What follows belongs to an exercise in optimizing a design on an open flow for small area; a production flow would make more cautious choices. Where RTL was checked, it was by simulation tests only, not by an equivalence proof against the original. Only the layout flow was run in run 7; the RTL was not checked for function there. No activity file was given, so power comes from the tool's default toggle rates.

==> design.v <==
package wb_stage_regfile_pkg;
  localparam int DATA_W = 32;
  localparam int RIDX_W = 5;
  typedef enum logic [1:0] {
    SZ_WORD = 2'b00,
    SZ_HALF = 2'b01,
    SZ_BYTE = 2'b10,
    SZ_RSVD = 2'b11
  } size_e;
  localparam logic [RIDX_W-1:0] REG_ZERO = 5'd0;
  localparam logic [RIDX_W-1:0] REG_RA   = 5'd31;
  function automatic logic [DATA_W-1:0] extend_sub(input logic [DATA_W-1:0] v,
                                                   input logic             is_half,
                                                   input logic             sgn);
    if (is_half) extend_sub = {{16{sgn & v[15]}}, v[15:0]};
    else         extend_sub = {{24{sgn & v[7]}}, v[7:0]};
  endfunction
endpackage
module wb_load_align
(
  input  logic [wb_stage_regfile_pkg::DATA_W-1:0] lwans,
  input  logic [1:0]        size,
  input  logic              lwsig,
  input  logic [1:0]        addrlo,
  output logic [wb_stage_regfile_pkg::DATA_W-1:0] value
);
  logic [7:0]  byte_lane;
  logic [15:0] half_lane;
  always_comb begin
    byte_lane = 8'h00;
    case (addrlo)
      2'd0:    byte_lane = lwans[7:0];
      2'd1:    byte_lane = lwans[15:8];
      2'd2:    byte_lane = lwans[23:16];
      default: byte_lane = lwans[31:24];
    endcase
  end
  assign half_lane = addrlo[1] ? lwans[31:16] : lwans[15:0];
  always_comb begin
    value = lwans;
    case (size)
      wb_stage_regfile_pkg::SZ_HALF: value = wb_stage_regfile_pkg::extend_sub({16'h0000, half_lane}, 1'b1, lwsig);
      wb_stage_regfile_pkg::SZ_BYTE: value = wb_stage_regfile_pkg::extend_sub({24'h000000, byte_lane}, 1'b0, lwsig);
      default: value = lwans;
    endcase
  end
endmodule
module wb_stage_regfile
#(
  parameter int LINK_OFFSET = 8,
  parameter int NREG        = 32,
  parameter int CNT_W       = 16
) (
  input  logic              CLOCK,
  input  logic              RESET,
  input  logic              WB_MEMTOREG,
  input  logic              WB_REGWRITE,
  input  logic [1:0]        WB_SIZE,
  input  logic              WB_LWSIG,
  input  logic [1:0]        WB_ADDRLO,
  input  logic [wb_stage_regfile_pkg::DATA_W-1:0] WB_lwans,
  input  logic [wb_stage_regfile_pkg::DATA_W-1:0] WB_PC,
  input  logic [wb_stage_regfile_pkg::DATA_W-1:0] WB_Rform,
  input  logic              WB_linksig,
  input  logic [wb_stage_regfile_pkg::RIDX_W-1:0] WB_wherereg,
  input  logic [wb_stage_regfile_pkg::RIDX_W-1:0] RD_ADDR1,
  input  logic [wb_stage_regfile_pkg::RIDX_W-1:0] RD_ADDR2,
  output logic [wb_stage_regfile_pkg::DATA_W-1:0] RD_DATA1,
  output logic [wb_stage_regfile_pkg::DATA_W-1:0] RD_DATA2,
  output logic [wb_stage_regfile_pkg::DATA_W-1:0] WB_DATA,
  output logic              WB_WEN,
  output logic [CNT_W-1:0]  RETIRE_CNT
);
  localparam int DW = wb_stage_regfile_pkg::DATA_W;
  logic [DW-1:0]   regs [1:NREG-1];
  logic [NREG-1:1] valid;
  logic [NREG-1:1] wsel;
  logic [NREG-1:1] rsel1, rsel2;
  logic [DW-1:0]   load_val;
  logic [DW-1:0]   link_addr;
  logic [CNT_W-1:0] retire_cnt;
  wb_load_align u_load_align (
    .lwans  (WB_lwans),
    .size   (WB_SIZE),
    .lwsig  (WB_LWSIG),
    .addrlo (WB_ADDRLO),
    .value  (load_val)
  );
  assign link_addr = WB_PC + DW'(LINK_OFFSET);
  always_comb begin
    WB_DATA = WB_Rform;
    if (WB_linksig)       WB_DATA = link_addr;
    else if (WB_MEMTOREG) WB_DATA = load_val;
  end
  assign WB_WEN = WB_REGWRITE && (WB_wherereg != wb_stage_regfile_pkg::REG_ZERO);
  always_comb begin
    for (int i = 1; i < NREG; i++) begin
      wsel[i]  = WB_REGWRITE && (WB_wherereg == i[4:0]);
      rsel1[i] = valid[i] && (RD_ADDR1 == i[4:0]);
      rsel2[i] = valid[i] && (RD_ADDR2 == i[4:0]);
    end
  end
  always_ff @(posedge CLOCK or negedge RESET) begin
    if (!RESET) begin
      valid      <= '0;
      retire_cnt <= '0;
    end else begin
      valid <= valid | wsel;
      if (WB_WEN) retire_cnt <= retire_cnt + CNT_W'(1);
    end
  end
  logic [DW-1:0] regs_d [1:NREG-1];
  for (genvar i = 1; i < NREG; i++) begin : g_hold
    wb_hold_mux #(.W(DW)) u_hold (
      .we  (wsel[i]),
      .web (!wsel[i]),
      .d   (WB_DATA),
      .q   (regs[i]),
      .nxt (regs_d[i])
    );
  end
  always_ff @(posedge CLOCK) begin
    for (int i = 1; i < NREG; i++) regs[i] <= regs_d[i];
  end
  assign RETIRE_CNT = retire_cnt;
  for (genvar b = 0; b < DW; b++) begin : g_rd
    logic [NREG-1:1] col;
    for (genvar i = 1; i < NREG; i++) begin : g_col
      assign col[i] = regs[i][b];
    end
    wb_rd_bit #(.N(NREG-1)) u_rd1 (.sel(rsel1), .d(col), .o(RD_DATA1[b]));
    wb_rd_bit #(.N(NREG-1)) u_rd2 (.sel(rsel2), .d(col), .o(RD_DATA2[b]));
  end
endmodule
module wb_hold_mux
#(
  parameter int W = 32
) (
  input  logic         we,
  input  logic         web,
  input  logic [W-1:0] d,
  input  logic [W-1:0] q,
  output logic [W-1:0] nxt
);
  assign nxt = ({W{we}} & d) | ({W{web}} & q);
endmodule
module wb_rd_bit
#(
  parameter int N = 31
) (
  input  logic [N-1:0] sel,
  input  logic [N-1:0] d,
  output logic         o
);
  localparam int G = N / 3;
  logic [G:0] yb;
  for (genvar g = 0; g < G; g++) begin : g_grp
    wb_aoi3 u_aoi (.s(sel[3*g +: 3]), .d(d[3*g +: 3]), .y(yb[g]));
  end
  if (N % 3 == 0) begin : g_none
    assign yb[G] = 1'b1;
  end else begin : g_rest
    assign yb[G] = !(|(sel[N-1:3*G] & d[N-1:3*G]));
  end
  assign o = !(&yb);
endmodule
module wb_aoi3
(
  input  logic [2:0] s,
  input  logic [2:0] d,
  output logic       y
);
  assign y = !(|(s & d));
endmodule
==> run.sh <==
#!/bin/bash
# synth_recipe.tcl (not shown) runs the flow's synth.tcl, then flattens the netlist and writes it again
# the make line also repeats each setting of config.mk as NAME=value (left out here)
make -C /OpenROAD-flow-scripts/flow DESIGN_CONFIG=/design/flow/config.mk WORK_HOME=/design/flow/orfs CLKGATE_MAP_FILE= SYNTH_SCRIPT=/design/flow/synth_recipe.tcl finish
==> config.mk <==
export PLATFORM = sky130hd
export DESIGN_NAME = wb_stage_regfile
export DESIGN_NICKNAME = wb_stage_regfile
export VERILOG_FILES = /design/flow/design.v
export SDC_FILE = /design/flow/constraint.sdc
export NUM_CORES = 4
export LEC_CHECK = 0
export CAP_MARGIN = 20
export CORE_MARGIN = 2
export CORE_UTILIZATION = 55
export SLEW_MARGIN = 20
export SYNTH_HIERARCHICAL = 1
==> constraint.sdc <==
create_clock -name core_clock -period 8.0 [get_ports {CLOCK}]
set_input_delay 1.6000 -clock core_clock [delete_from_list [all_inputs] [get_ports {CLOCK}]]
set_output_delay 1.6000 -clock core_clock [all_outputs]
set_load 0.01 [all_outputs]
==> results of run 1 <==
==> Yosys stat by module, one instance, submodules excluded, a selection <==
module / flops+latches / area [um^2] / cells inside / times used
wb_stage_regfile: 1039 / 23710 / 1495 / 1
wb_load_align: 0 / 730.7 / 111 / 1
wb_aoi3: 0 / 10.01 / 1 / 640
==> sequential cells by signal, summed over array words and instances (netlist names) <==
name / count
regs: 992
valid: 31
retire_cnt: 16
==> cell usage after synthesis (14+ instances only) <==
master | number | area share
dfxtp_1 | 992 | 0.46
a22o_1 | 930 | 0.19
a222oi_1 | 640 | 0.15
buf_6 | 187 | 0.048
nand4_1 | 138 | 0.020
nand2_1 | 132 | 0.011
a2111o_1 | 64 | 0.017
a22o_2 | 62 | 0.014
and3_1 | 59 | 0.0085
dfrtp_1 | 47 | 0.027
nor2b_1 | 44 | 0.0063
inv_1 | 40 | 0.0035
a21oi_1 | 37 | 0.0043
nand2b_1 | 31 | 0.0045
clkbuf_1 | 27 | 0.0023
nand3_1 | 26 | 0.0030
a211oi_1 | 25 | 0.0043
xnor2_1 | 25 | 0.0050
nor2_1 | 22 | 0.0019
o21ai_0 | 14 | 0.0016
==> per-layer routing <==
metal | GRT usage | up-vias | wire (um)
li1 | - | 16960 | -
met5 | 0.006395 | - | 29
met1 | 0.6035 | 21000 | 71350
met2 | 0.6974 | 4752 | 85770
met3 | 0.2198 | 1180 | 37940
met4 | 0.3702 | 4 | 19290
==> critical path, delay by kind of cell <==
family	cells	cell delay, ns
buf+inv	3	1.67
compound gates	2	1.45
simple gates	3	1.23
==> layout make-up <==
class / instances / area (um^2) / share of cell area
Antenna cell: 12 / 30.03 / 0.0005961
Multi-Input combinational cell: 2380 / 20520 / 0.4072
Inverter: 40 / 150.1 / 0.002980
Clock buffer: 155 / 3098 / 0.06150
Clock inverter: 42 / 503.0 / 0.009984
Timing Repair Buffer: 411 / 3731 / 0.07406
Sequential cell: 1039 / 21040 / 0.4176
Tap cell: 1050 / 1314 / 0.02608
==> power by group <==
group          internal [mW]  leakage, nW  switching [mW]
registers               6.31         8.81           0.934
clock network           2.93         1.78            2.22
logic                   1.13         10.2            1.13
==> cells by family (layout without fill, tap and decap cells) <==
kind of cell,Yosys count,in the layout,share of synthesized area
AOI/OAI and AO/OA,1820,1820,0.3842
DFF,1039,1039,0.4840
and+or+nand+nor,508,508,0.06520
buffers and inverters,261,648,0.05495
xor gates and xnor gates,30,30,0.006045
muxes,18,18,0.004491
adders and majority gates,4,4,0.001151
other,0,12,0
==> how the worst max path moves through the flow <==
stage,end,slack [ns]
final,RD_DATA2[16],0.43
after global routing,RD_DATA2[16],0.60
after CTS,WB_DATA[31],1.01
after detailed placement,WB_DATA[31],1.02
after global placement,WB_DATA[31],1.03
after floorplan,RD_DATA2[0],1.64
==> run notes, run 1 <==
Gr usage total: 0.4988
Seq cells post-synth: 1039
# Max-Cap Violations: 0
CTS tree: done
WS Path Type: primary input to output pin
Synth Net Count: 3805
Final non-filler cell area: 50380 um^2
Setup ws final: 0.4268 ns
Clk slew on worst S/H paths: 0.05 ns
Setup Fix Bufs, Post-CTS: 0
Pre-CTS setup slack: 1.019 ns
Die area: 81290 um^2
R2R setup slack: 6.39 ns
DRC Markers: 0
Commonest non-fill, non-tap cell in the layout: dfxtp_1
Worst R2R End: retire_cnt[6]$_DFFE_PN0P_
CTS buffer count: 106
CP endpoint kind: output pin
Row cnt: 103
Sequential fraction of the synthesis area: 0.4840
Vias: 43900
Finished Layout Cells: 5129
Synthesized cell area: 43470 um^2
Ports: 234
Post-DP HPWL: 127200 um
Relative slew margins: 0.1482
Area grow syn2layout: 15.90%
Syn avg cell area: 11.81 um^2
Launch point of the worst path: RD_ADDR2[1]
Static leakage: 20.76 nW
Post-synth EDFFs: 0
IO buf count: 233
Power Total: 14.66 mW
Origin of the critical flop-to-flop path: retire_cnt[0]$_DFFE_PN0P_
DRT Wirelength: 214400 um
Vias in the first global route: 41970
Largest net degree at the start of global routing: 58
Clock skew: 0.006228 ns
First-pass GRT wire length: 298200 um
GP Congestion: 1.011
Warnings from Yosys: 11
Final Hold Viols: 0
Hold_buf cts: 0
Antenna Violating Nets Remaining: 0
Async set-reset flop share out of synthesis: 0.04524
Starting DRT DRC Count: 10910
Fillers: 6197
Hold_sp: valid[25]$_DFF_PN0_
DIE WIDTH: 285.1 um
Core Region: 78610 um^2
Unique masters post-synth: 53
Initial antenna violation count: 11
Die H: 285.1 um
Peak supply drop: 195.9 uV
Fraction of layout cells with a size suffix above 1: 0.1237
Final Cycle Share: 0.9466
Worst setup SP type: primary input
Final TNS setup: 0 ns
Cell Area, Placed: 46720 um^2
Hold path cells: 1
Wire per inst: 41.80 um
DRT Pass-1 Iters: 13
Max FO, Critical Path: 14
H-tree levels: 3
Hold Crit Class: register to register
R2R depth: 5
CTS max path bufs: 3
Min Tclk post-route: 7.573 ns
Slowest CP cell: a222oi_1
Most frequent cells in the layout: dfxtp_1 (992), a22o_1 (930), a222oi_1 (640), clkdlybuf4s50_1 (230), buf_4 (174)
Post-layout util: 0.6408
Placed instance count: 4919
Slew @ Worst Pin: 1.278 ns
Clock Sink Count: 1039
CP peak stage delay: 1.02 ns
Syn Inst Count: 3680
Max Clk Rate: 132.0 MHz
Hold Path End: valid[25]$_DFF_PN0_
Main synth FF type: dfxtp_1
Layout net count: 4103
Via density: 8.558
Root Driver: clkbuf_16
Total congestion overflow: 0
CP Cell Sequence: clkdlybuf4s50_1 > and3_1 > and3_1 > buf_4 > a222oi_1 > nand4_1 > a2111o_1 > clkdlybuf4s50_1
Required time worst endpoint: 6.40 ns
Min Hold Slack: 0.4927 ns
Initial Util: 0.5529
Skew-Pair Late Insertion Delay: 0.67 ns
P per Cell Area: 291.1 nW/um^2
Cts repair resizes: 0
RSZ-0062 raised after global routing: no
Max-slew violations: 0
Critical Path AT: 5.97 ns
Final setup viols: 0
Run status: no timing/DRC/antenna violations
==> run 2: changes to the inputs <==
==> flow/run.sh (new file) <==
#!/bin/bash
# Standard ORFS layout with two changes: ports are buffered with the smallest
# buffer (buf_1) instead of the flow's default pick, and clock tree synthesis
# does not add dummy loads.  Synthesis and everything else is standard.sh.
set -euo pipefail
export BUFFER_PORTS_ARGS="-buffer_cell sky130_fd_sc_hd__buf_1"
export CTS_ARGS="-sink_clustering_enable -repair_clock_nets -dont_use_dummy_load"
bash standard.sh > standard_flow.log 2>&1
==> standard.sh (new file) <==
#!/bin/bash
# synth_recipe.tcl (not shown) runs the flow's synth.tcl, then flattens the netlist and writes it again
# the make line also repeats each setting of config.mk as NAME=value (left out here)
make -C /OpenROAD-flow-scripts/flow DESIGN_CONFIG=/design/flow/config.mk WORK_HOME=/design/flow/orfs CLKGATE_MAP_FILE= SYNTH_SCRIPT=/design/flow/synth_recipe.tcl "${@:-finish}"
--- a/config.mk
+++ b/config.mk
@@ -7,6 +7,6 @@
 export LEC_CHECK = 0
 export CAP_MARGIN = 20
 export CORE_MARGIN = 2
-export CORE_UTILIZATION = 55
+export CORE_UTILIZATION = 45
 export SLEW_MARGIN = 20
 export SYNTH_HIERARCHICAL = 1
removed: run.sh
==> run notes, run 2 <==
Initial antenna violation count: 23
Power Total: 13.60 mW
Min Tclk post-route: 6.529 ns
Core Region: 95290 um^2
Syn Inst Count: 3680
Vias in the first global route: 39330
H-tree levels: 3
Gr usage total: 0.4008
Largest register by flop count: regs
Synth Net Count: 3805
Starting DRT DRC Count: 9788
Wire per inst: 40.15 um
Commonest non-fill, non-tap cell in the layout: dfxtp_1
Most frequent cells in the layout: dfxtp_1 (992), a22o_1 (930), a222oi_1 (640), buf_1 (230), nand4_1 (138)
CP endpoint kind: output pin
Post-DP HPWL: 119600 um
Clock skew: 0.01578 ns
Synthesized cell area: 43470 um^2
Max FO, Critical Path: 32
Initial Util: 0.4561
Commonest cells in the netlist: dfxtp_1 (992), a22o_1 (930), a222oi_1 (640)
IO buf count: 233
P per Cell Area: 283.8 nW/um^2
Top-area cell type share of the netlist area: 0.4569
Max-slew violations: 0
Min Hold Slack: 0.4750 ns
Fraction of layout cells with a size suffix above 1: 0.1121
Sequential Area: 21040 um^2
Peak supply drop: 169.9 uV
Hold Crit Class: register to register
Max reg flops: 992
Die area: 99090 um^2
Top-count cell post-synth: dfxtp_1
CTS max path bufs: 3
Ports: 234
Row cnt: 113
Layout net count: 4051
Relative slew margins: 0.1458
Hold_buf cts: 0
Main synth FF type: dfxtp_1
Final non-filler cell area: 47930 um^2
# Max-Cap Violations: 0
Async set-reset flop share out of synthesis: 0.04524
Die H: 314.8 um
Required time worst endpoint: 6.40 ns
DRT Pass-1 Iters: 15
Via density: 8.059
GP Congestion: 0.9730
Skew-Pair Late Insertion Delay: 0.68 ns
Setup Fix Bufs, Post-CTS: 0
Seq cells post-synth: 1039
Post-synth EDFFs: 0
DRC Markers: 0
WS Path Type: primary input to output pin
CTS buffer count: 107
Total congestion overflow: 0
Cell Area, Placed: 45200 um^2
Final Cycle Share: 0.8162
Warnings from Yosys: 11
Unique masters post-synth: 53
DRT Wirelength: 208600 um
Multi-input gate area: 20630 um^2
Top cells by area, synth: dfxtp_1 (46%), a22o_1 (19%), a222oi_1 (15%)
Syn avg cell area: 11.81 um^2
Final Hold Viols: 0
Top flop regs: regs: 992 flops, valid: 31 flops, retire_cnt: 16 flops
Sequential fraction of the synthesis area: 0.4840
Max Clk Rate: 153.2 MHz
Cts repair resizes: 0
Area grow syn2layout: 10.28%
CTS tree: done
Fillers: 8519
RSZ-0062 raised after global routing: no
Final setup viols: 0
Top cell type by total area after synthesis: dfxtp_1
First-pass GRT wire length: 289300 um
Run status: no timing/DRC/antenna violations
Clk slew on worst S/H paths: 0.05 ns
Static leakage: 19.44 nW
Largest net degree at the start of global routing: 48
Critical Path AT: 4.93 ns
Antenna Violating Nets Remaining: 0
Clock Sink Count: 1039
DIE WIDTH: 314.8 um
Worst setup SP type: primary input
Root Driver: clkbuf_16
Vias: 41870
Final TNS setup: 0 ns
Slew @ Worst Pin: 1.281 ns
==> run 2: cell counts after synthesis <==
Identical to the previous run, type by type.
==> run 2: kinds of logic after synthesis <==
| group | count (synthesis) | synth area share |
|---|---|---|
| AOI/OAI and AO/OA | 1820 | 0.3842 |
| xor gates and xnor gates | 30 | 0.006045 |
| adders and majority gates | 4 | 0.001151 |
| buffers and inverters | 261 | 0.05495 |
| DFF | 1039 | 0.4840 |
| muxes | 18 | 0.004491 |
| and+or+nand+nor | 508 | 0.06520 |
==> run 2: layout make-up <==
| cell class | count | share of cell area |
|---|---|---|
| clock buffers | 107 | 0.05586 |
| repair buffers | 358 | 0.03837 |
| inverters | 40 | 0.003132 |
| well taps | 1265 | 0.03302 |
| multi-input cells | 2380 | 0.4305 |
| diodes | 6 | 0.0003132 |
| flip-flops and latches | 1039 | 0.4388 |
==> run 2: critical path: stages <==
cell and delay (ns):
buf_1 0.57, nor3b_1 0.23, and3_2 0.67, a222oi_1 0.49, nand4_1 0.61, a2111o_1 0.55
buf_1 0.18
==> run 2: final timing paths <==
kind	from	endpoint	slack, ns	depth (start not counted)
min in group asynchronous	RESET	retire_cnt[3]$_DFFE_PN0P_	1.03	2
worst max register to register	retire_cnt[2]$_DFFE_PN0P_	retire_cnt[15]$_DFFE_PN0P_	6.20	4
worst max-delay path	RD_ADDR2[1]	RD_DATA2[25]	1.47	7
worst min-delay path	retire_cnt[15]$_DFFE_PN0P_	retire_cnt[15]$_DFFE_PN0P_	0.47	1
max in group asynchronous	RESET	valid[17]$_DFF_PN0_	6.44	2
worst min register to register	retire_cnt[15]$_DFFE_PN0P_	retire_cnt[15]$_DFFE_PN0P_	0.47	1
==> run 2: Yosys stat by module, one instance, submodules excluded, excerpt <==
module	flip-flops and latches	cells inside	times used
wb_aoi3	0	1	640
wb_load_align	0	111	1
wb_stage_regfile	1039	1495	1
==> run 2: where the power goes <==
part / internal [mW] / leakage, nW / total [mW] / switching (mW)
Sequential: 6.32 / 8.81 / 7.21 / 0.898
Combinational: 0.973 / 9.31 / 2.06 / 1.09
Clock: 2.33 / 1.32 / 4.33 / 2.00
Total: 9.62 / 19.4 / 13.6 / 3.98
==> run 2: layer usage <==
layer / GRT usage / wire (um)
met4: 0.2255 / 13150
met5: 0.003385 / 192
met3: 0.1621 / 33990
met2: 0.5633 / 84260
met1: 0.5181 / 76990
==> run 2: metrics by stage <==
stage	std cells	util	setup WS, ns
2_1_floorplan	3680	-	1.638
3_3_place_gp	5081	0.4743	1.755
3_5_place_dp	5081	0.4743	1.747
4_1_cts	5188	0.5024	1.746
5_1_grt	5191	0.5029	1.525
6_report	5195	0.5030	1.471
==> run 3: changes to the inputs <==
--- a/design.v
+++ b/design.v
@@ -111,13 +111,15 @@
   end
   logic [DW-1:0] regs_d [1:NREG-1];
   for (genvar i = 1; i < NREG; i++) begin : g_hold
-    wb_hold_mux #(.W(DW)) u_hold (
-      .we  (wsel[i]),
-      .web (!wsel[i]),
-      .d   (WB_DATA),
-      .q   (regs[i]),
-      .nxt (regs_d[i])
-    );
+    for (genvar b = 0; b < DW; b++) begin : g_bit
+      wb_hold_mux u_hold (
+        .we  (wsel[i]),
+        .web (!wsel[i]),
+        .d   (WB_DATA[b]),
+        .q   (regs[i][b]),
+        .nxt (regs_d[i][b])
+      );
+    end
   end
   always_ff @(posedge CLOCK) begin
     for (int i = 1; i < NREG; i++) regs[i] <= regs_d[i];
@@ -133,16 +135,14 @@
   end
 endmodule
 module wb_hold_mux
-#(
-  parameter int W = 32
-) (
-  input  logic         we,
-  input  logic         web,
-  input  logic [W-1:0] d,
-  input  logic [W-1:0] q,
-  output logic [W-1:0] nxt
+(
+  input  logic we,
+  input  logic web,
+  input  logic d,
+  input  logic q,
+  output logic nxt
 );
-  assign nxt = ({W{we}} & d) | ({W{web}} & q);
+  assign nxt = (we & d) | (web & q);
 endmodule
 module wb_rd_bit
 #(
==> flow/run.sh (replaced) <==
#!/bin/bash
# Standard ORFS layout (standard.sh: standard synthesis, placement, CTS,
# routing) with these changes:
#  - ports are buffered with the smallest buffer (buf_1) instead of the
#    flow's default pick;
#  - clock tree synthesis adds no dummy loads and clusters up to 25 sinks (within 100 um) per
#    leaf buffer.
# The full output of the make run goes to standard_flow.log; ORFS writes each
# step's own log under orfs/logs/.
set -euo pipefail
export BUFFER_PORTS_ARGS="-buffer_cell sky130_fd_sc_hd__buf_1"
export CTS_ARGS="-sink_clustering_enable -repair_clock_nets -dont_use_dummy_load -sink_clustering_size 25 -sink_clustering_max_diameter 100"
bash standard.sh > standard_flow.log 2>&1
--- a/config.mk
+++ b/config.mk
@@ -5,8 +5,8 @@
 export SDC_FILE = /design/flow/constraint.sdc
 export NUM_CORES = 4
 export LEC_CHECK = 0
-export CAP_MARGIN = 20
+export CAP_MARGIN = 5
 export CORE_MARGIN = 2
-export CORE_UTILIZATION = 45
-export SLEW_MARGIN = 20
+export CORE_UTILIZATION = 40
+export SLEW_MARGIN = 5
 export SYNTH_HIERARCHICAL = 1
==> run notes, run 3 <==
Max-slew violations: 0
Post-synth EDFFs: 0
Hold path cells: 1
Min Tclk post-route: 7.115 ns
Slew @ Worst Pin: 1.411 ns
Post-layout util: 0.4568
Vias: 41090
Fillers: 9687
Worst setup SP type: primary input
DRC Markers: 0
Final Hold Viols: 0
Max Clk Rate: 140.5 MHz
Initial antenna violation count: 12
Top-area cell type share of the netlist area: 0.4799
Synth Net Count: 3641
Die area: 106000 um^2
Die H: 325.6 um
WS Path Type: primary input to output pin
Sequential fraction of the synthesis area: 0.5083
Skew-Pair Late Insertion Delay: 0.61 ns
RSZ-0062 raised after global routing: no
Peak supply drop: 223.6 uV
Adder-Cell Fraction of Synth Area: 0.001209
Cts repair resizes: 0
Core Region: 102200 um^2
Area grow syn2layout: 12.80%
Required time worst endpoint: 6.40 ns
Max reg flops: 992
Antenna Violating Nets Remaining: 0
Top cells by area, synth: dfxtp_1 (48%), a22o_1 (21%), a222oi_1 (15%)
Pre-CTS setup slack: 1.533 ns
CP endpoint kind: output pin
CTS buffer count: 48
Hold_buf cts: 0
Seq cells post-synth: 1039
Syn avg cell area: 11.77 um^2
Main synth FF type: dfxtp_1
Unique masters post-synth: 56
H-tree levels: 2
Fraction of layout cells with a size suffix above 1: 0.06774
Sequential Area: 21040 um^2
Async set-reset flop share out of synthesis: 0.04524
Most frequent cells in the layout: a22o_1 (992), dfxtp_1 (992), a222oi_1 (640), buf_1 (230), nand2_1 (178)
Post-Synth Simple-Gate Area: 0.07320
Synthesized cell area: 41380 um^2
Top flop regs: regs: 992 flops, valid: 31 flops, retire_cnt: 16 flops
Critical Path AT: 5.52 ns
Gr usage total: 0.3593
Ports: 234
Mux share of post-synthesis cell area: 0.003054
Setup ws final: 0.8848 ns
Initial Util: 0.4050
Clk slew on worst S/H paths: 0.06 ns
Final setup viols: 0
CTS tree: done
Power Total: 12.04 mW
Hold Crit Class: register to register
Relative slew margins: 0.05905
Largest register by flop count: regs
Static leakage: 19.16 nW
Final Cycle Share: 0.8894
DIE WIDTH: 325.6 um
Top cell type by total area after synthesis: dfxtp_1
R2R depth: 4
Clock skew: 0.02808 ns
Commonest cells in the netlist: a22o_1 (992), dfxtp_1 (992), a222oi_1 (640)
Max FO, Critical Path: 26
Vias in the first global route: 37810
# Max-Cap Violations: 0
Starting DRT DRC Count: 9815
Largest net degree at the start of global routing: 48
Wire per inst: 37.96 um
Setup Fix Bufs, Post-CTS: 0
DRT Wirelength: 201200 um
Warnings from Yosys: 11
P per Cell Area: 257.9 nW/um^2
IO buf count: 233
Post-DP HPWL: 125000 um
GP Congestion: 1.038
Row cnt: 117
Final TNS setup: 0 ns
Total congestion overflow: 0
XOR/XNOR share of the synthesized area: 0.005503
Via density: 7.754
Multi-input gate area: 20460 um^2
Clock Sink Count: 1039
Min Hold Slack: 0.4858 ns
Post-synthesis compound-gate area fraction: 0.4014
Root Driver: clkbuf_16
Largest family of logic cells by synthesized area: compound AO/OA/AOI/OAI gates
First-pass GRT wire length: 283600 um
DRT Pass-1 Iters: 13
Layout net count: 4054
CTS max path bufs: 3
Syn Inst Count: 3516
Run status: no timing/DRC/antenna violations
==> run 3: layer usage <==
| metal | routed length, um | vias up | track usage |
|---|---|---|---|
| met1 | 74820 | 20110 | 0.4695 |
| li1 | - | 16800 | - |
| met4 | 13450 | 16 | 0.2023 |
| met5 | 92 | - | 0 |
| met2 | 83240 | 3555 | 0.5208 |
| met3 | 29570 | 602 | 0.1169 |
==> run 3: critical path: stages <==
cell	delay (ns)
buf_1	0.43
nor2b_1	0.28
and3_1	0.70
a222oi_1	0.76
nand4_1	0.86
a2111o_1	0.70
buf_1	0.15
==> run 3: layout make-up <==
class,count,share of cell area
inverter,40,0.003217
timing repair buffer,395,0.04519
sequential,1039,0.4507
antenna,4,0.0002144
multi-input combinational,2405,0.4383
tap,1368,0.03667
clock buffer,48,0.02573
==> run 3: power breakdown <==
group          switching (mW)  internal (mW)  leakage, nW  total, mW
logic                    1.07          0.965         9.75       2.03
registers               0.929           6.30         8.82       7.23
clock network            1.70           1.08        0.592       2.78
==> run 3: worst paths after layout <==
kind                                            start                    endpoint  slack (ns)
setup / recovery                          RD_ADDR2[4]                 RD_DATA2[3]        0.88
hold / removal             retire_cnt[15]$_DFFE_PN0P_  retire_cnt[15]$_DFFE_PN0P_        0.49
setup reg to reg            retire_cnt[8]$_DFFE_PN0P_  retire_cnt[15]$_DFFE_PN0P_        6.42
hold reg to reg            retire_cnt[15]$_DFFE_PN0P_  retire_cnt[15]$_DFFE_PN0P_        0.49
max in group asynchronous                       RESET   retire_cnt[6]$_DFFE_PN0P_        6.41
min in group asynchronous                       RESET          valid[5]$_DFF_PN0_        1.08
==> run 3: Yosys stat by module (local to each module, per instance), excerpt <==
| module | flip-flops and latches | cell area (um^2) | copies in the design | cells |
|---|---|---|---|---|
| wb_aoi3 | 0 | 10.01 | 640 | 1 |
| wb_stage_regfile | 1039 | 23790 | 1 | 1501 |
| wb_load_align | 0 | 730.7 | 1 | 127 |
| wb_hold_mux | 0 | 8.758 | 992 | 1 |
==> run 3: cell families (layout without fill, tap and decap cells) <==
family | Yosys count | in the layout
simple gates | 556 | 556
mux | 12 | 12
xor+xnor | 26 | 26
other cells | 0 | 4
buf+inv | 72 | 483
flops | 1039 | 1039
compound gates | 1807 | 1807
fa+ha+maj | 4 | 4
==> run 3: stage by stage <==
stage	instances	area [um^2]
after floorplan	3516	41380
after global placement	5247	45470
after detailed placement	5247	45470
after CTS	5295	46670
after global routing	5296	46670
final	5299	46680
==> run 4: changes to the inputs <==
--- a/config.mk
+++ b/config.mk
@@ -7,6 +7,6 @@
 export LEC_CHECK = 0
 export CAP_MARGIN = 5
 export CORE_MARGIN = 2
-export CORE_UTILIZATION = 40
+export CORE_UTILIZATION = 50
 export SLEW_MARGIN = 5
 export SYNTH_HIERARCHICAL = 1
==> run notes, run 4 <==
Wire per inst: 43.48 um
Relative slew margins: 0.1255
Row cnt: 105
Most frequent cells in the layout: a22o_1 (992), dfxtp_1 (992), a222oi_1 (640), buf_1 (230), nand2_1 (179)
Crit path buf inv count: 2
Min Tclk post-route: 6.391 ns
Async set-reset flop share out of synthesis: 0.04524
Unique masters post-synth: 56
RSZ-0062 raised after global routing: no
Crit path depth: 7
Layout net count: 4048
Int Pwr: 8.315 mW
CTS tree: done
Starting DRT DRC Count: 11130
Worst setup SP type: primary input
Area grow syn2layout: 11.72%
Initial antenna violation count: 3
Clock skew: 0.02303 ns
Clk slew on worst S/H paths: 0.07 ns
Top Family by Delay on Critical Path: simple AND/OR/NAND/NOR gates
CP Cell Sequence: buf_1 > and3b_1 > and3_2 > a222oi_1 > nand4_1 > a2111o_1 > buf_1
Cts repair resizes: 0
Warnings from Yosys: 11
R2R setup slack: 6.45 ns
H-tree levels: 2
Post-layout util: 0.5640
Seq cells post-synth: 1039
Vias: 43760
Via density: 8.769
CTS max path bufs: 3
Ports: 234
Combinational power share: 0.167
Initial Util: 0.5048
Hold_buf cts: 0
Max reg flops: 992
Max Clk Rate: 156.5 MHz
Required time worst endpoint: 6.40 ns
Hold Crit Class: register to register
CP peak stage delay: 0.67 ns
Sw Share: 0.3067
Clock power share: 0.230
Post-DP HPWL: 124500 um
Post-synth EDFFs: 0
Hold path cells: 1
GP Congestion: 0.9996
IO buf count: 233
Gr usage total: 0.4830
Total congestion overflow: 0
Vias in the first global route: 42340
DRT Pass-1 Iters: 16
Cell mode on critical path: buf_1
Fraction of layout cells with a size suffix above 1: 0.06835
DRT Wirelength: 217000 um
Commonest cells in the netlist: a22o_1 (992), dfxtp_1 (992), a222oi_1 (640)
P per Cell Area: 259.4 nW/um^2
Peak supply drop: 178.5 uV
Switching Power: 3.679 mW
Max-slew violations: 0
Top-area cell type share of the netlist area: 0.4799
Root Driver: clkbuf_16
Final Cycle Share: 0.7988
Final Hold Viols: 0
Final TNS setup: 0 ns
DRC Markers: 0
DIE WIDTH: 291.7 um
CP endpoint kind: output pin
Top cells by area, synth: dfxtp_1 (48%), a22o_1 (21%), a222oi_1 (15%)
Largest net degree at the start of global routing: 56
Synth Net Count: 3641
Critical Path AT: 4.79 ns
Sequential share of power: 0.603
Final setup viols: 0
Placed instance count: 4944
Main synth FF type: dfxtp_1
Fillers: 7039
Antenna Violating Nets Remaining: 0
Top cell type by total area after synthesis: dfxtp_1
WS Path Type: primary input to output pin
Ant diodes: 0
Min Hold Slack: 0.4850 ns
Core Region: 81980 um^2
# Max-Cap Violations: 0
R2R depth: 4
Syn Inst Count: 3516
Finished Layout Cells: 4991
Largest register by flop count: regs
Die H: 291.7 um
Max FO, Critical Path: 32
Skew-Pair Late Insertion Delay: 0.62 ns
Static leakage: 19.10 nW
CTS buffer count: 47
Clock Sink Count: 1039
Setup Fix Bufs, Post-CTS: 0
First-pass GRT wire length: 303200 um
Top flop regs: regs: 992 flops, valid: 31 flops, retire_cnt: 16 flops
Die area: 85080 um^2
Syn avg cell area: 11.77 um^2
Slowest CP cell: nand4_1
Synthesized cell area: 41380 um^2
Sequential fraction of the synthesis area: 0.5083
Slew @ Worst Pin: 1.312 ns
Run status: no timing/DRC/antenna violations
## run 4: cell count changes in the layout (fill, tap and decap cells not counted), sizes merged
cell    previous run  this run
buf              392       387
clkbuf            51        50
diode              4         0
## run 4: final cells by class
type | instances | area, um^2 | share of cell area
Tap cell | 1070 | 1339 | 0.02896
Inverter | 40 | 150.1 | 0.003248
Sequential cell | 1039 | 21040 | 0.4550
Timing Repair Buffer | 390 | 2072 | 0.04482
Multi-Input combinational cell | 2405 | 20460 | 0.4425
Clock buffer | 47 | 1176 | 0.02544
## run 4: through the flow
| step | cell area [um^2] | setup WS (ns) | power [mW] |
|---|---|---|---|
| 5_1_grt | 46230 | 1.475 | 12.33 |
| 2_1_floorplan | 41380 | 1.809 | 8.317 |
| 3_3_place_gp | 45060 | 1.745 | 9.059 |
| 6_report | 46230 | 1.609 | 11.99 |
| 4_1_cts | 46230 | 1.692 | 11.83 |
| 3_5_place_dp | 45060 | 1.710 | 9.204 |
## run 4: per-module statistics from Yosys (local to each module, per instance), a selection
module,times used,cell area (um^2),cells inside
wb_stage_regfile,1,23790,1501
wb_hold_mux,992,8.758,1
wb_load_align,1,730.7,127
wb_aoi3,640,10.01,1
## run 4: worst paths after layout
path                                                  from                         end
worst max-delay path                           RD_ADDR1[3]                RD_DATA1[15]
worst min-delay path            retire_cnt[15]$_DFFE_PN0P_  retire_cnt[15]$_DFFE_PN0P_
worst max register to register   retire_cnt[3]$_DFFE_PN0P_  retire_cnt[12]$_DFFE_PN0P_
worst min register to register  retire_cnt[15]$_DFFE_PN0P_  retire_cnt[15]$_DFFE_PN0P_
max in group asynchronous                            RESET   retire_cnt[9]$_DFFE_PN0P_
min in group asynchronous                            RESET         valid[23]$_DFF_PN0_
## run 4: power groups by stage
stage | sequential [mW] | combinational, mW | clock [mW]
after global routing | 7.34 | 2.10 | 2.89
after floorplan | 7.02 | 1.29 | 0
after detailed placement | 7.27 | 1.94 | 0
after global placement | 7.19 | 1.87 | 0
final | 7.23 | 2.01 | 2.75
after CTS | 7.17 | 1.94 | 2.72
## run 4: cell families after synthesis
| logic type | Yosys count | synth area share |
|---|---|---|
| AOI/OAI and AO/OA | 1807 | 0.4014 |
| muxes | 12 | 0.003054 |
| xor gates and xnor gates | 26 | 0.005503 |
| buffers and inverters | 72 | 0.007256 |
| and+or+nand+nor | 556 | 0.07320 |
| DFF | 1039 | 0.5083 |
| adders and majority gates | 4 | 0.001209 |
## run 4: per-layer routing
layer  up-vias  wire (um)  global-route usage
met4         4      17310              0.3112
met2      4662      85690              0.6743
met5         -         23            0.003971
met3      1100      38730              0.1907
met1     21230      75260              0.6171
li1      16770          -                   -
==> run 5: changes to the inputs <==
--- a/config.mk
+++ b/config.mk
@@ -8,5 +8,6 @@
 export CAP_MARGIN = 5
 export CORE_MARGIN = 2
 export CORE_UTILIZATION = 50
+export PLACE_DENSITY = 0.72
 export SLEW_MARGIN = 5
 export SYNTH_HIERARCHICAL = 1
==> run notes, run 5 <==
Int Pwr: 8.336 mW
Clock skew: 0.02353 ns
DRT Wirelength: 192600 um
Sequential share of power: 0.604
Layout net count: 4043
Syn avg cell area: 11.77 um^2
Most frequent cells in the layout: a22o_1 (992), dfxtp_1 (992), a222oi_1 (640), buf_1 (230), nand2_1 (179)
IO buf count: 233
Core Region: 81980 um^2
Root Driver: clkbuf_16
Final TNS setup: 0 ns
P per Cell Area: 258.6 nW/um^2
Initial Util: 0.5048
Via density: 8.347
Commonest cells in the netlist: a22o_1 (992), dfxtp_1 (992), a222oi_1 (640)
Area grow syn2layout: 11.75%
Final setup viols: 0
Combinational power share: 0.167
Max FO, Critical Path: 18
GP Congestion: 1.010
Required time worst endpoint: 6.40 ns
Row cnt: 105
Worst setup SP type: primary input
Slowest CP cell: and3_1
Peak supply drop: 169.3 uV
First-pass GRT wire length: 273400 um
Post-synth EDFFs: 0
CP Cell Sequence: buf_1 > nor3b_1 > and3_1 > buf_4 > a222oi_1 > nand4_1 > a2111o_1 > buf_1
Max Clk Rate: 147.8 MHz
Min Tclk post-route: 6.765 ns
Unique masters post-synth: 56
Synthesized cell area: 41380 um^2
Top-area cell type share of the netlist area: 0.4799
Setup Fix Bufs, Post-CTS: 0
Largest net degree at the start of global routing: 53
Syn Inst Count: 3516
Sw Share: 0.3030
Slew @ Worst Pin: 1.439 ns
Clock Sink Count: 1039
R2R setup slack: 6.43 ns
CTS max path bufs: 3
Ports: 234
Sequential fraction of the synthesis area: 0.5083
Cts repair resizes: 0
Skew-Pair Late Insertion Delay: 0.62 ns
Synth Net Count: 3641
Top cells by area, synth: dfxtp_1 (48%), a22o_1 (21%), a222oi_1 (15%)
DRT Pass-1 Iters: 14
Hold Crit Class: register to register
Die H: 291.7 um
Hold_buf cts: 0
Wire per inst: 38.57 um
Critical Path AT: 5.16 ns
Main synth FF type: dfxtp_1
Seq cells post-synth: 1039
Gr usage total: 0.4304
Switching Power: 3.623 mW
Largest register by flop count: regs
CP endpoint kind: output pin
Top flop regs: regs: 992 flops, valid: 31 flops, retire_cnt: 16 flops
Run status: no timing/DRC/antenna violations
Max reg flops: 992
Clock power share: 0.229
Cell mode on critical path: buf_1
CP peak stage delay: 1.20 ns
Setup ws final: 1.235 ns
Final Hold Viols: 0
WS Path Type: primary input to output pin
Clk slew on worst S/H paths: 0.07 ns
R2R depth: 4
Final Cycle Share: 0.8456
Top cell type by total area after synthesis: dfxtp_1
Worst Setup EP: RD_DATA1[18]
Die area: 85080 um^2
Starting DRT DRC Count: 10420
DRC Markers: 0
CTS tree: done
Static leakage: 19.09 nW
DIE WIDTH: 291.7 um
H-tree levels: 2
Antenna Violating Nets Remaining: 0
Origin of the critical flop-to-flop path: retire_cnt[3]$_DFFE_PN0P_
Pre-CTS setup slack: 1.641 ns
Initial antenna violation count: 22
Max-slew violations: 0
Async set-reset flop share out of synthesis: 0.04524
Post-DP HPWL: 113400 um
RSZ-0062 raised after global routing: no
Vias in the first global route: 38930
Total congestion overflow: 0
Worst R2R End: retire_cnt[12]$_DFFE_PN0P_
Fraction of layout cells with a size suffix above 1: 0.06793
Warnings from Yosys: 11
Launch point of the worst path: RD_ADDR1[4]
Relative slew margins: 0.04077
Vias: 41670
CTS buffer count: 48
Power Total: 11.96 mW
# Max-Cap Violations: 0
## run 5: critical path, delay by kind of cell
kind / cells / cell delay [ns]
simple gates: 3 / 2.32
buf+inv: 3 / 0.83
compound gates: 2 / 0.39
## run 5: per-stage QoR
stage,hold WS (ns),area [um^2],utilization,cells
floorplan,0.4403,41380,-,3516
global placement,0.4582,45000,0.5489,4937
CTS,0.4746,46200,0.5636,4985
global route,0.5067,46240,0.5640,4990
finish,0.4821,46240,0.5641,4992
detailed placement,0.4610,45000,0.5489,4937
## run 5: metal layers
layer,part of all wire,GRT usage,wire (um)
met1,0.35,0.5437,66920
met2,0.39,0.5959,75870
met3,0.17,0.1745,33480
met4,0.084,0.2977,16130
met5,0.00086,0,166
## run 5: worst min path at each step
| stage | slack [ns] | cells past startpoint | endpoint | from |
|---|---|---|---|---|
| floorplan | 0.44 | 1 | valid[10]$_DFF_PN0_ | valid[10]$_DFF_PN0_ |
| global placement | 0.46 | 1 | valid[15]$_DFF_PN0_ | valid[15]$_DFF_PN0_ |
| detailed placement | 0.46 | 1 | retire_cnt[15]$_DFFE_PN0P_ | retire_cnt[15]$_DFFE_PN0P_ |
| CTS | 0.47 | 1 | retire_cnt[15]$_DFFE_PN0P_ | retire_cnt[15]$_DFFE_PN0P_ |
| global route | 0.51 | 1 | valid[1]$_DFF_PN0_ | valid[1]$_DFF_PN0_ |
| finish | 0.48 | 1 | retire_cnt[15]$_DFFE_PN0P_ | retire_cnt[15]$_DFFE_PN0P_ |
## run 5: per-module statistics from Yosys, one instance, submodules excluded, a selection
module | copies in the design | flip-flops and latches | cell area (um^2)
wb_aoi3 | 640 | 0 | 10.01
wb_hold_mux | 992 | 0 | 8.758
wb_load_align | 1 | 0 | 730.7
wb_stage_regfile | 1 | 1039 | 23790
## run 5: cell type report
cell class	instances	area [um^2]
sequential	1039	21040
timing repair buffer	384	2034
multi-input combinational	2405	20470
antenna	6	15.01
tap	1070	1339
fill	7057	35740
clock buffer	48	1201
inverter	40	150.1
## run 5: power groups by stage
stage	Combinational, mW	Sequential [mW]	Clock (mW)
finish	1.99	7.22	2.74
global route	2.11	7.34	2.89
CTS	1.93	7.16	2.72
detailed placement	1.93	7.26	0
global placement	1.86	7.24	0
floorplan	1.29	7.02	0
## run 5: cell families after synthesis
kind of cell	Yosys count	synth area share
buffers and inverters	72	0.007256
multiplexers	12	0.003054
flip-flops	1039	0.5083
AO/OA/AOI/OAI	1807	0.4014
XOR/XNOR	26	0.005503
AND/OR/NAND/NOR	556	0.07320
adder cells (fa/ha/maj)	4	0.001209
==> run 6: changes to the inputs <==
==> flow/run.sh (replaced) <==
#!/bin/bash
# Standard ORFS layout (standard.sh: standard synthesis, placement, CTS,
# routing) with these changes:
#  - ports are buffered with the smallest buffer (buf_1) instead of the
#    flow's default pick;
#  - clock tree synthesis adds no dummy loads and clusters up to 28 sinks (within 120 um) per
#    leaf buffer.
# The full output of the make run goes to standard_flow.log; ORFS writes each
# step's own log under orfs/logs/.
set -euo pipefail
export BUFFER_PORTS_ARGS="-buffer_cell sky130_fd_sc_hd__buf_1"
export CTS_ARGS="-sink_clustering_enable -repair_clock_nets -dont_use_dummy_load -sink_clustering_size 28 -sink_clustering_max_diameter 120"
bash standard.sh > standard_flow.log 2>&1
--- a/config.mk
+++ b/config.mk
@@ -8,6 +8,5 @@
 export CAP_MARGIN = 5
 export CORE_MARGIN = 2
 export CORE_UTILIZATION = 50
-export PLACE_DENSITY = 0.72
 export SLEW_MARGIN = 5
 export SYNTH_HIERARCHICAL = 1
==> run notes, run 6 <==
Peak supply drop: 172.9 uV
Placed instance count: 4944
DIE WIDTH: 291.7 um
Final non-filler cell area: 46140 um^2
CP peak stage delay: 1.19 ns
Sequential fraction of the synthesis area: 0.5083
P per Cell Area: 257.7 nW/um^2
Core Region: 81980 um^2
Initial antenna violation count: 5
Run status: no timing/DRC/antenna violations
Area grow syn2layout: 11.50%
Final TNS setup: 0 ns
CP Cell Sequence: buf_1 > nor2b_1 > and3_2 > a222oi_1 > nand4_1 > a2111o_1 > buf_1
Syn avg cell area: 11.77 um^2
Max FO, Critical Path: 32
GP Congestion: 0.9996
Critical Path AT: 4.83 ns
Origin of the critical flop-to-flop path: retire_cnt[3]$_DFFE_PN0P_
Cell Area, Placed: 45060 um^2
Syn Inst Count: 3516
CTS tree: done
Total congestion overflow: 0
IO buf count: 233
Power Total: 11.89 mW
Row cnt: 105
Hold path cells: 1
Async set-reset flop share out of synthesis: 0.04524
Clock Sink Count: 1039
Die H: 291.7 um
Required time worst endpoint: 6.40 ns
Clk slew on worst S/H paths: 0.07 ns
Hold Path End: retire_cnt[15]$_DFFE_PN0P_
Final Hold Viols: 0
Slew @ Worst Pin: 1.329 ns
Finished Layout Cells: 4991
RSZ-0062 raised after global routing: no
Synth Net Count: 3641
Worst R2R End: retire_cnt[12]$_DFFE_PN0P_
Pre-CTS setup slack: 1.710 ns
H-tree levels: 2
R2R depth: 4
Seq cells post-synth: 1039
Worst setup SP type: primary input
Synthesized cell area: 41380 um^2
Vias: 43830
Hold_buf cts: 0
Setup ws final: 1.567 ns
Cell mode on critical path: buf_1
Ports: 234
Post-layout util: 0.5629
Final setup viols: 0
DRC Markers: 0
Main synth FF type: dfxtp_1
Relative slew margins: 0.1138
Top-area cell type share of the netlist area: 0.4799
DRT Pass-1 Iters: 15
Skew-Pair Late Insertion Delay: 0.63 ns
Top cells by area, synth: dfxtp_1 (48%), a22o_1 (21%), a222oi_1 (15%)
Top flop regs: regs: 992 flops, valid: 31 flops, retire_cnt: 16 flops
Multi-input gate area: 20460 um^2
CP endpoint kind: output pin
Slowest CP cell: and3_2
Final Cycle Share: 0.8041
Commonest cells in the netlist: a22o_1 (992), dfxtp_1 (992), a222oi_1 (640)
Gr usage total: 0.4830
First-pass GRT wire length: 303200 um
Most frequent cells in the layout: a22o_1 (992), dfxtp_1 (992), a222oi_1 (640), buf_1 (230), nand2_1 (179)
Clock skew: 0.02985 ns
Root Driver: clkbuf_16
Min Tclk post-route: 6.433 ns
Via density: 8.782
Min Hold Slack: 0.4849 ns
Unique masters post-synth: 56
Post-DP HPWL: 124500 um
CTS buffer count: 43
Setup Fix Bufs, Post-CTS: 0
Fraction of layout cells with a size suffix above 1: 0.06740
# Max-Cap Violations: 0
Max Clk Rate: 155.5 MHz
Post-synth EDFFs: 0
Max-slew violations: 0
Vias in the first global route: 42300
Top cell type by total area after synthesis: dfxtp_1
Max reg flops: 992
Antenna Violating Nets Remaining: 0
Hold Crit Class: register to register
Warnings from Yosys: 11
Cts repair resizes: 0
Layout net count: 4044
Largest net degree at the start of global routing: 56
Sequential Area: 21040 um^2
Static leakage: 19.05 nW
Initial Util: 0.5048
Starting DRT DRC Count: 10530
CTS max path bufs: 3
Hold_sp: retire_cnt[15]$_DFFE_PN0P_
Wire per inst: 43.43 um
Largest register by flop count: regs
Die area: 85080 um^2
Fillers: 7034
R2R setup slack: 6.45 ns
WS Path Type: primary input to output pin
DRT Wirelength: 216800 um
-- run 6: cell counts after synthesis --
Identical to the previous run, type by type.
-- run 6: final cells by class --
| class | instances | area share |
|---|---|---|
| multi-input combinational | 2405 | 0.4434 |
| clock buffer | 43 | 0.02332 |
| tap | 1070 | 0.02901 |
| timing repair buffer | 390 | 0.04490 |
| antenna | 4 | 0.0002169 |
| sequential | 1039 | 0.4559 |
| inverter | 40 | 0.003254 |
-- run 6: routing by layer --
layer,vias to the layer above,part of all wire,GRT usage
met1,21160,0.35,0.6099
met5,-,0.00068,0.007941
li1,16770,-,-
met4,10,0.084,0.3229
met2,4709,0.39,0.6706
met3,1182,0.18,0.1992
-- run 6: worst max-delay path by stage --
stage | depth (start not counted) | start | endpoint | slack [ns]
final | 7 | RD_ADDR1[0] | RD_DATA1[15] | 1.57
after global routing | 11 | WB_SIZE[0] | WB_DATA[22] | 1.48
after CTS | 11 | WB_SIZE[0] | WB_DATA[22] | 1.69
after detailed placement | 11 | WB_SIZE[0] | WB_DATA[22] | 1.71
after global placement | 11 | WB_SIZE[0] | WB_DATA[22] | 1.74
after floorplan | 9 | WB_SIZE[0] | WB_DATA[31] | 1.81
-- run 6: where the power goes --
group / switching (mW) / internal (mW) / leakage, nW
clock: 1.68 / 0.973 / 0.530
combinational: 1.04 / 0.961 / 9.70
sequential: 0.938 / 6.30 / 8.82
-- run 6: critical path: cells and delay by family --
kind	cells	cell delay [ns]
buffers and inverters	2	0.32
AO/OA/AOI/OAI	2	0.56
AND/OR/NAND/NOR	3	2.29
-- run 6: logic make-up (layout without fill, tap and decap cells) --
logic type                 Yosys count  in the layout  synth area share
xor gates and xnor gates            26             26          0.005503
muxes                               12             12          0.003054
buffers and inverters               72            473          0.007256
and+or+nand+nor                    556            556           0.07320
AOI/OAI and AO/OA                 1807           1807            0.4014
DFF                               1039           1039            0.5083
adders and majority gates            4              4          0.001209
other                                0              4                 0
-- run 6: Yosys stat by module, one instance, submodules excluded, excerpt --
module | flops+latches | copies in the design | cells inside | area, um^2
wb_load_align | 0 | 1 | 127 | 730.7
wb_aoi3 | 0 | 640 | 1 | 10.01
wb_stage_regfile | 1039 | 1 | 1501 | 23790
wb_hold_mux | 0 | 992 | 1 | 8.758
==> run 7: changes to the inputs <==
--- a/design.v
+++ b/design.v
@@ -71,14 +71,10 @@
   output logic              WB_WEN,
   output logic [CNT_W-1:0]  RETIRE_CNT
 );
-  localparam int DW = wb_stage_regfile_pkg::DATA_W;
-  logic [DW-1:0]   regs [1:NREG-1];
-  logic [NREG-1:1] valid;
-  logic [NREG-1:1] wsel;
-  logic [NREG-1:1] rsel1, rsel2;
-  logic [DW-1:0]   load_val;
-  logic [DW-1:0]   link_addr;
-  logic [CNT_W-1:0] retire_cnt;
+  logic [wb_stage_regfile_pkg::DATA_W-1:0] regs [NREG];
+  logic [wb_stage_regfile_pkg::DATA_W-1:0] load_val;
+  logic [wb_stage_regfile_pkg::DATA_W-1:0] link_addr;
+  logic [CNT_W-1:0]  retire_cnt;
   wb_load_align u_load_align (
     .lwans  (WB_lwans),
     .size   (WB_SIZE),
@@ -86,89 +82,27 @@
     .addrlo (WB_ADDRLO),
     .value  (load_val)
   );
-  assign link_addr = WB_PC + DW'(LINK_OFFSET);
+  assign link_addr = WB_PC + wb_stage_regfile_pkg::DATA_W'(LINK_OFFSET);
   always_comb begin
     WB_DATA = WB_Rform;
     if (WB_linksig)       WB_DATA = link_addr;
     else if (WB_MEMTOREG) WB_DATA = load_val;
   end
   assign WB_WEN = WB_REGWRITE && (WB_wherereg != wb_stage_regfile_pkg::REG_ZERO);
-  always_comb begin
-    for (int i = 1; i < NREG; i++) begin
-      wsel[i]  = WB_REGWRITE && (WB_wherereg == i[4:0]);
-      rsel1[i] = valid[i] && (RD_ADDR1 == i[4:0]);
-      rsel2[i] = valid[i] && (RD_ADDR2 == i[4:0]);
+  always_ff @(posedge CLOCK or negedge RESET) begin
+    if (!RESET) begin
+      for (int i = 0; i < NREG; i++) regs[i] <= '0;
+      retire_cnt <= '0;
+    end else if (WB_WEN) begin
+      regs[WB_wherereg] <= WB_DATA;
+      retire_cnt        <= retire_cnt + CNT_W'(1);
     end
   end
-  always_ff @(posedge CLOCK or negedge RESET) begin
-    if (!RESET) begin
-      valid      <= '0;
-      retire_cnt <= '0;
-    end else begin
-      valid <= valid | wsel;
-      if (WB_WEN) retire_cnt <= retire_cnt + CNT_W'(1);
-    end
-  end
-  logic [DW-1:0] regs_d [1:NREG-1];
-  for (genvar i = 1; i < NREG; i++) begin : g_hold
-    for (genvar b = 0; b < DW; b++) begin : g_bit
-      wb_hold_mux u_hold (
-        .we  (wsel[i]),
-        .web (!wsel[i]),
-        .d   (WB_DATA[b]),
-        .q   (regs[i][b]),
-        .nxt (regs_d[i][b])
-      );
-    end
-  end
-  always_ff @(posedge CLOCK) begin
-    for (int i = 1; i < NREG; i++) regs[i] <= regs_d[i];
-  end
   assign RETIRE_CNT = retire_cnt;
-  for (genvar b = 0; b < DW; b++) begin : g_rd
-    logic [NREG-1:1] col;
-    for (genvar i = 1; i < NREG; i++) begin : g_col
-      assign col[i] = regs[i][b];
-    end
-    wb_rd_bit #(.N(NREG-1)) u_rd1 (.sel(rsel1), .d(col), .o(RD_DATA1[b]));
-    wb_rd_bit #(.N(NREG-1)) u_rd2 (.sel(rsel2), .d(col), .o(RD_DATA2[b]));
+  always_comb begin
+    RD_DATA1 = '0;
+    RD_DATA2 = '0;
+    if (RD_ADDR1 != wb_stage_regfile_pkg::REG_ZERO) RD_DATA1 = regs[RD_ADDR1];
+    if (RD_ADDR2 != wb_stage_regfile_pkg::REG_ZERO) RD_DATA2 = regs[RD_ADDR2];
   end
 endmodule
-module wb_hold_mux
-(
-  input  logic we,
-  input  logic web,
-  input  logic d,
-  input  logic q,
-  output logic nxt
-);
-  assign nxt = (we & d) | (web & q);
-endmodule
-module wb_rd_bit
-#(
-  parameter int N = 31
-) (
-  input  logic [N-1:0] sel,
-  input  logic [N-1:0] d,
-  output logic         o
-);
-  localparam int G = N / 3;
-  logic [G:0] yb;
-  for (genvar g = 0; g < G; g++) begin : g_grp
-    wb_aoi3 u_aoi (.s(sel[3*g +: 3]), .d(d[3*g +: 3]), .y(yb[g]));
-  end
-  if (N % 3 == 0) begin : g_none
-    assign yb[G] = 1'b1;
-  end else begin : g_rest
-    assign yb[G] = !(|(sel[N-1:3*G] & d[N-1:3*G]));
-  end
-  assign o = !(&yb);
-endmodule
-module wb_aoi3
-(
-  input  logic [2:0] s,
-  input  logic [2:0] d,
-  output logic       y
-);
-  assign y = !(|(s & d));
-endmodule
==> run.sh (new file) <==
#!/bin/bash
# synth_recipe.tcl (not shown) runs the flow's synth.tcl, then flattens the netlist and writes it again
# the make line also repeats each setting of config.mk as NAME=value (left out here)
make -C /OpenROAD-flow-scripts/flow DESIGN_CONFIG=/design/flow/config.mk WORK_HOME=/design/flow/orfs CLKGATE_MAP_FILE= SYNTH_SCRIPT=/design/flow/synth_recipe.tcl finish
==> config.mk (replaced) <==
export PLATFORM = sky130hd
export DESIGN_NAME = wb_stage_regfile
export DESIGN_NICKNAME = wb_stage_regfile
export VERILOG_FILES = /design/flow/design.v
export SDC_FILE = /design/flow/constraint.sdc
export NUM_CORES = 4
export LEC_CHECK = 0
export CAP_MARGIN = 20
export CORE_MARGIN = 2
export CORE_UTILIZATION = 30
export SLEW_MARGIN = 20
removed: flow/run.sh
removed: standard.sh
==> run notes, run 7 <==
Run status: no timing/DRC/antenna violations
Largest register by flop count: regs
Commonest non-fill, non-tap cell in the layout: dfrtp_1
Worst Setup EP: RD_DATA1[28]
Post-DP HPWL: 203500 um
Starting DRT DRC Count: 11260
Vias in the first global route: 50950
Final Hold Viols: 0
Peak supply drop: 184.1 uV
Synthesized cell area: 52210 um^2
Sequential fraction of the synthesis area: 0.4831
Launch point of the worst path: RD_ADDR1[1]
Top flop regs: regs: 992 flops, retire_cnt: 16 flops
Die area: 177400 um^2
Top cell type by total area after synthesis: dfrtp_1
Combinational power share: 0.188
Unique masters post-synth: 86
Ports: 234
Switching Power: 5.576 mW
Async set-reset flop share out of synthesis: 1.000
Via density: 6.778
XOR/XNOR share of the synthesized area: 0.003858
WS Path Type: primary input to output pin
Slew @ Worst Pin: 1.331 ns
Warnings from Yosys: 3
Seq cells post-synth: 1008
RSZ-0062 raised after global routing: no
Largest family of logic cells by synthesized area: compound AO/OA/AOI/OAI gates
Worst setup SP type: primary input
Final Cycle Share: 0.9778
Finished Layout Cells: 8189
Clock Sink Count: 1008
Required time worst endpoint: 6.40 ns
Hold_buf cts: 0
Hold Crit Class: register to register
Most frequent cells in the layout: dfrtp_1 (1008), nor2_1 (671), a22oi_1 (631), nand2_1 (413), a31oi_1 (380)
Int Pwr: 10.42 mW
Clock power share: 0.328
Root Driver: clkbuf_16
CP endpoint kind: output pin
# Max-Cap Violations: 0
Antenna Violating Nets Remaining: 0
Synth Net Count: 5850
Multi-input gate area: 25130 um^2
Final TNS setup: 0 ns
Die H: 421.2 um
Initial Util: 0.3011
Final setup viols: 0
Sw Share: 0.3486
Max reg flops: 992
DRT Pass-1 Iters: 11
DIE WIDTH: 421.2 um
Fraction of layout cells with a size suffix above 1: 0.1346
DRC Markers: 0
Critical Path AT: 6.22 ns
P per Cell Area: 259.0 nW/um^2
Power Total: 16.00 mW
Skew-Pair Late Insertion Delay: 0.76 ns
Main synth FF type: dfrtp_1
Post-synth EDFFs: 0
Static leakage: 26.40 nW
R2R depth: 5
Syn avg cell area: 9.120 um^2
Top-count cell post-synth: dfrtp_1
Core Region: 173400 um^2
Initial antenna violation count: 37
Post-synthesis compound-gate area fraction: 0.2442
Sequential Area: 25220 um^2
Layout net count: 5879
Adder-Cell Fraction of Synth Area: 0.0009585
Top cells by area, synth: dfrtp_1 (48%), a22oi_1 (9.2%), nor2_1 (5.2%)
Vias: 55510
Post-Synth Simple-Gate Area: 0.1925
Clk slew on worst S/H paths: 0.05 ns
Origin of the critical flop-to-flop path: retire_cnt[2]$_DFFE_PN0P_
Cts repair resizes: 0
R2R setup slack: 6.29 ns
Syn Inst Count: 5725
Relative slew margins: 0.1126
Max FO, Critical Path: 30
Sequential share of power: 0.485
CTS tree: done
Gr usage total: 0.3422
CTS max path bufs: 3
CTS buffer count: 104
IO buf count: 233
First-pass GRT wire length: 427900 um
Max-slew violations: 0
Setup ws final: 0.1778 ns
Clock skew: 0.006006 ns
Mux share of post-synthesis cell area: 0.02583
DRT Wirelength: 315800 um
Min Hold Slack: 0.4759 ns
Max Clk Rate: 127.8 MHz
H-tree levels: 3
Min Tclk post-route: 7.822 ns
Total congestion overflow: 0
Commonest cells in the netlist: dfrtp_1 (1008), nor2_1 (717), a22oi_1 (640)
Pre-CTS setup slack: 0.5950 ns
Row cnt: 153
Setup Fix Bufs, Post-CTS: 0
Worst R2R End: retire_cnt[13]$_DFFE_PN0P_
Fillers: 17700
Area grow syn2layout: 18.28%
Placed instance count: 7971
GP Congestion: 1.055
Largest net degree at the start of global routing: 171
Wire per inst: 38.56 um
Top-area cell type share of the netlist area: 0.4831
-- run 7: changes by cell type in the layout (fill, tap and decap cells not counted), sizes merged, moves of 263 or more --
cell,before,now
a21oi,17,280
a222oi,640,20
a22o,992,17
a22oi,0,641
a31oi,22,380
and3,67,364
dfrtp,47,1008
dfxtp,992,0
nor2,23,717
-- run 7: how the worst min path moves through the flow --
stage                               start                          to  slack (ns)  cells past startpoint
2_1_floorplan     regs[2][25]$_DFFE_PN0P_     regs[2][25]$_DFFE_PN0P_        0.45                      2
3_3_place_gp   retire_cnt[15]$_DFFE_PN0P_  retire_cnt[15]$_DFFE_PN0P_        0.47                      1
3_5_place_dp   retire_cnt[15]$_DFFE_PN0P_  retire_cnt[15]$_DFFE_PN0P_        0.47                      1
4_1_cts        retire_cnt[15]$_DFFE_PN0P_  retire_cnt[15]$_DFFE_PN0P_        0.48                      1
5_1_grt        retire_cnt[15]$_DFFE_PN0P_  retire_cnt[15]$_DFFE_PN0P_        0.51                      1
6_report       retire_cnt[15]$_DFFE_PN0P_  retire_cnt[15]$_DFFE_PN0P_        0.48                      1
-- run 7: logic make-up after synthesis --
kind of cell,after synthesis
buffers and inverters,640
AND/OR/NAND/NOR,2070
adder cells (fa/ha/maj),4
AO/OA/AOI/OAI,1859
XOR/XNOR,23
flip-flops,1008
multiplexers,121
-- run 7: layout make-up --
type,count,area share
antenna,24,0.0009725
tap,2325,0.04710
clock buffer,146,0.04842
timing repair buffer,531,0.07695
clock inverter,46,0.009279
inverter,32,0.001945
sequential,1008,0.4084
multi-input combinational,4077,0.4069
-- run 7: routing by layer --
layer / vias up / global-route usage / wire [um]
met2: 5398 / 0.4698 / 124200
met1: 26780 / 0.4215 / 113000
met4: 18 / 0.2559 / 30520
met3: 1746 / 0.1474 / 47790
met5: - / 0.004301 / 233
li1: 21570 / - / -
-- run 7: stage by stage --
| step | area [um^2] | utilization |
|---|---|---|
| floorplan | 52210 | - |
| global placement | 58010 | 0.3345 |
| detailed placement | 58080 | 0.3348 |
| CTS | 61640 | 0.3554 |
| global route | 61720 | 0.3559 |
| finish | 61760 | 0.3561 |
-- run 7: worst max-delay path: stages --
cell and delay, ns:
clkdlybuf4s50_1 1.00, buf_4 0.31, nor3b_2 0.08, buf_12 0.22
and2_2 0.63, a2111oi_0 0.97, nand3_1 0.16, or4_1 0.67
clkdlybuf4s50_1 0.53
-- run 7: power groups by stage --
stage               sequential, mW  combinational [mW]  clock (mW)
floorplan                     7.05                1.74           0
global placement              7.69                2.85           0
detailed placement            7.68                2.93           0
CTS                           7.61                2.93        5.23
global route                  7.77                3.24        5.43
finish                        7.75                3.00        5.24

-- separate check: timing with driven ports --
The flow's constraints put no driver on any port. The routed layouts listed below were extracted and timed again, unchanged, in two steps.
Step 1, drivers: a clkbuf_16 drives CLOCK and a buf_2 each remaining input, both assumed.
Step 2 moves the port delays by t, midway between the first and last clock arrival at a register: inputs arrive t later, outputs are due t later. That takes back most of the time a late clock gives input paths.
Slacks: no drivers / after step 1 / after step 2; pairs: no drivers / after step 1.
run | t, ns | setup WS [ns] | clock arrival spread, ns
run 1 | 0.763 | 0.427 / 0.396 / 0.396 | 0.056 / 0.056
run 2 | 0.756 | 1.471 / 1.313 / 1.313 | 0.051 / 0.051
run 3 | 0.699 | 0.885 / 0.842 / 0.842 | 0.118 / 0.118
run 4 | 0.713 | 1.609 / 1.578 / 1.578 | 0.105 / 0.105
run 5 | 0.689 | 1.235 / 1.118 / 1.118 | 0.121 / 0.120
run 6 | 0.704 | 1.567 / 1.543 / 1.543 | 0.080 / 0.080
run 7 | 0.869 | 0.178 / 0.156 / 0.156 | 0.060 / 0.060
After both steps every run listed still meets setup and hold. For run 2, which loses most, drivers alone change the setup slack by -0.158 ns; drivers and shift together by -0.158 ns.
